This is an optimization exercise on Yosys and OpenROAD, whose aim is a short achievable clock period and few clock cycles, not a production implementation. The RTL was checked by simulation tests, not by an equivalence proof against the original design.

== the reference run ==
Design cpu, start of the top module:
module cpu (
    input  logic  clk,
    input  logic  reset_b,
    output cpu_pkg::word_t mem_addr,
    output cpu_pkg::word_t mem_wdata,
    output logic  mem_rd,
    output logic  mem_wr,
    input  cpu_pkg::word_t mem_rdata,
    input  logic  mem_ready,     
    output logic  complete,
    output logic  error
);
    localparam logic [2:0] K_ALU   = 3'd0;
    localparam logic [2:0] K_LD    = 3'd1;
    localparam logic [2:0] K_ST    = 3'd2;
    localparam logic [2:0] K_HALT  = 3'd3;
    localparam logic [2:0] K_FAULT = 3'd4;
    localparam logic [2:0] K_BR    = 3'd5;
    logic           p_rd;
    logic           p_wr;
    logic           p_fetch;         
    logic           p_disc;          
    cpu_pkg::word_t p_addr;
    cpu_pkg::word_t p_wdata;
    assign mem_rd    = p_rd;
    assign mem_wr    = p_wr;
    assign mem_addr  = p_addr;
    assign mem_wdata = p_wdata;
    logic p_free;                    
    logic f_ret;                     
    logic ld_ret;                    
    assign p_free = ~(p_rd | p_wr) | mem_ready;
    assign f_ret  = p_fetch & ~p_disc & mem_ready;
    assign ld_ret = p_rd & ~p_fetch & mem_ready;
    logic [5:0]        r_op;
    logic              r_br;
    logic              r_stop;
    logic              r_useb;
    cpu_pkg::reg_idx_t r_bidx;
    assign r_op   = mem_rdata[31:26];
    assign r_br   = (r_op[4:0] == 5'b10101);
    assign r_stop = r_br | (r_op == 6'b010111);
    assign r_bidx = (r_op[5:4] == 2'b00) ? mem_rdata[15:11] : mem_rdata[25:21];
    assign r_useb = (r_op[5:4] == 2'b00) | r_br | (r_op == 6'b101001);
    cpu_pkg::word_t    fpc;          
    logic              fstop;        
    localparam int IW = 4;               
    localparam int CW = 1 << IW;
    localparam int TW = 10 - IW;         
    logic [CW-1:0]     c_v;
    logic [TW-1:0]     c_t [CW];
    cpu_pkg::word_t    c_d [CW];
    logic              c0_v, c1_v, re_v, ro_v;
    logic [TW-1:0]     c0_t, c1_t, re_t, ro_t;
    cpu_pkg::word_t    c0_d, c1_d, re_d, ro_d;
    logic              re_b, ro_b;
    logic [9:0]        re_tl, ro_tl;
    logic              rpar;         
    logic              c0_ok, c1_ok;     
    logic              c_blk;        
  ...
clock: 10.5 ns
lec_check: 0
abc_clock_period_in_ps: 3500
cap_margin: 30
core_margin: 2
core_utilization: 35
setup_slack_margin: 5
slew_margin: 30
run.sh (not shown) runs the stock make flow with config.mk's settings and CLKGATE_MAP_FILE= SYNTH_SCRIPT=/design/flow/synth_recipe.tcl, a recipe that flattens the netlist after the stock synthesis.
The final layout from the reference run, which completed every stage, passed the timing, design-rule and antenna checks at the end of the flow.
Testbench counts of the reference run, summed over its fixed seeds: cycles 66,447.
The inputs of the trial run differ from those of the reference run as listed below.
Settings: removing SETUP_SLACK_MARGIN (formerly 5); changing SLEW_MARGIN from 30 to 20; changing CAP_MARGIN from 30 to 20; setting TNS_END_PERCENT to 15 for the first time.
==> flow/flow/run.sh (new file) <==
#!/bin/bash
set -euo pipefail
bash standard.sh SETUP_SLACK_MARGIN=8 finish > standard.log 2>&1
==> flow/standard.sh (new file) <==
#!/bin/bash
# synth_recipe.tcl (not shown) runs the flow's synth.tcl, then flattens the netlist and writes it again
# the make line also repeats each setting of config.mk as NAME=value (left out here)
make -C /OpenROAD-flow-scripts/flow DESIGN_CONFIG=/design/flow/config.mk WORK_HOME=/design/flow/orfs CLKGATE_MAP_FILE= SYNTH_SCRIPT=/design/flow/synth_recipe.tcl "${@:-finish}"
removed: flow/run.sh
[summary]
- The reference run has a lower total setup buffers inserted after CTS than the trial run.
- The trial run went all the way through synthesis, placement and routing and the layout is clean on timing, DRC and antenna.
- From the reference run to the trial run the numbers moved as follows: post-route met1 wirelength climbed about 4%, overall routing resource usage climbed 2.6 points, highest clock rate climbed 20%, number of cells in the finished layout apart from fillers climbed about 5.5%.
- Between the trial run and the reference run, the hold slack does not differ in any meaningful way.
- From the reference run to the trial run the numbers moved as follows: non-clock buffer contribution to total cell area +7.1 points; setup slack picked up an extra 0.85 ns; detailed-route wire length +about 12%.

* * *

Another version of the RTL of cpu (not shown whole).
Size: roughly 12,000 cells after synthesis, about 100 I/O pins, roughly 120,000 µm² of cells after synthesis.
clock: 10.5 ns
lec_check: 0
abc_clock_period_in_ps: 2500
cap_margin: 30
core_margin: 2
core_utilization: 30
slew_margin: 30
tns_end_percent: 25
standard.sh (not shown) runs the stock make flow with config.mk's settings and CLKGATE_MAP_FILE= SYNTH_SCRIPT=/design/flow/synth_recipe.tcl, a recipe that flattens the netlist after the stock synthesis.
==> flow/flow/run.sh <==
#!/bin/bash
set -euo pipefail
bash standard.sh SETUP_SLACK_MARGIN=9 finish > standard.log 2>&1
Testbench counts at the start, summed over its fixed seeds: cycles 66,447.
==> next run, changes <==
==> flow/flow/run.sh (replaced) <==
#!/bin/bash
set -euo pipefail
bash standard.sh SETUP_SLACK_MARGIN=8 finish > standard.log 2>&1
- ABC_CLOCK_PERIOD_IN_PS: 2500 -> 3500
- CORE_UTILIZATION: 30 -> 35
- TNS_END_PERCENT: 25 -> 15
=>
- critical path depth decreases by 5
- wire length shrinks by 3.8%
- design area goes down by about 3%
- utilization grows by 5.1 points
- fmax rose by about 5%
- sequential cell count does not change
- area after synthesis is unchanged
- hold slack is worse by 0.010 ns

* * *

sierra:
Another version of the RTL of cpu (not shown whole).
Size: roughly 11000 cells after synthesis, roughly 100 I/O pins.
Settings: LEC_CHECK=0, ABC_CLOCK_PERIOD_IN_PS=3500, CAP_MARGIN=30, CORE_MARGIN=2, CORE_UTILIZATION=40, SLEW_MARGIN=30, TNS_END_PERCENT=15; clock period 10.5 ns.
==> flow/flow/run.sh <==
#!/bin/bash
set -euo pipefail
bash standard.sh SETUP_SLACK_MARGIN=8 finish > standard.log 2>&1
sierra completed every stage of the flow, and the final layout passed the timing, design-rule and antenna checks.
Testbench counts of sierra, summed over its fixed seeds: cycles 66,447.
What pepper does differently from sierra at the input level:
- CORE_UTILIZATION: 40 -> 35
### Flow results
pepper: done, clean on timing, DRC and antenna. In the tables for sierra and pepper, critical-path maximum fanout reads lower with sierra. Summary of pepper over sierra: wire length of the first global-routing pass now sits lower, clock period minus final worst setup slack rose by 0.25 ns, fmax lost about 6%.

[separate check: timing with driven ports]
In the flow no input, the clock included, has a driving cell. The finished layouts below were timed again as built, in two steps. Step 1: set_driving_cell puts a clkbuf_16 on clk and a buf_2 on each other input, an assumption about the parent block. Step 2 moves the port delays by t, midway between the first and last clock arrival at a register: inputs arrive t later, outputs are due t later. That takes back most of the time a late clock gives input paths. a / b / c = no drivers / after step 1 / after step 2; a / b = the first two.
| run | t (ns) | setup slack, ns | slew at the worst register clock pin (ns) | cell pins on the clock port's net |
|---|---|---|---|---|
| the reference run | 0.986 | 5.301 / 5.301 / 4.353 | 0.07 / 0.07 | 1 |
| the trial run | 0.992 | 6.150 / 6.150 / 5.844 | 0.07 / 0.07 | 1 |
| the first run of note 2 | 0.978 | 6.022 / 6.022 / 5.256 | 0.08 / 0.08 | 1 |
| the second run of note 2 | 1.026 | 6.232 / 6.232 / 5.463 | 0.07 / 0.07 | 1 |
| sierra | 1.030 | 6.477 / 6.477 / 5.903 | 0.08 / 0.08 | 1 |
| pepper | 1.016 | 6.226 / 6.226 / 5.878 | 0.07 / 0.07 | 1 |
After both steps setup and hold are still met in every run listed. The setup slack of the reference run, which loses most, moves by 0.000 ns with the drivers and by -0.948 ns with both steps.
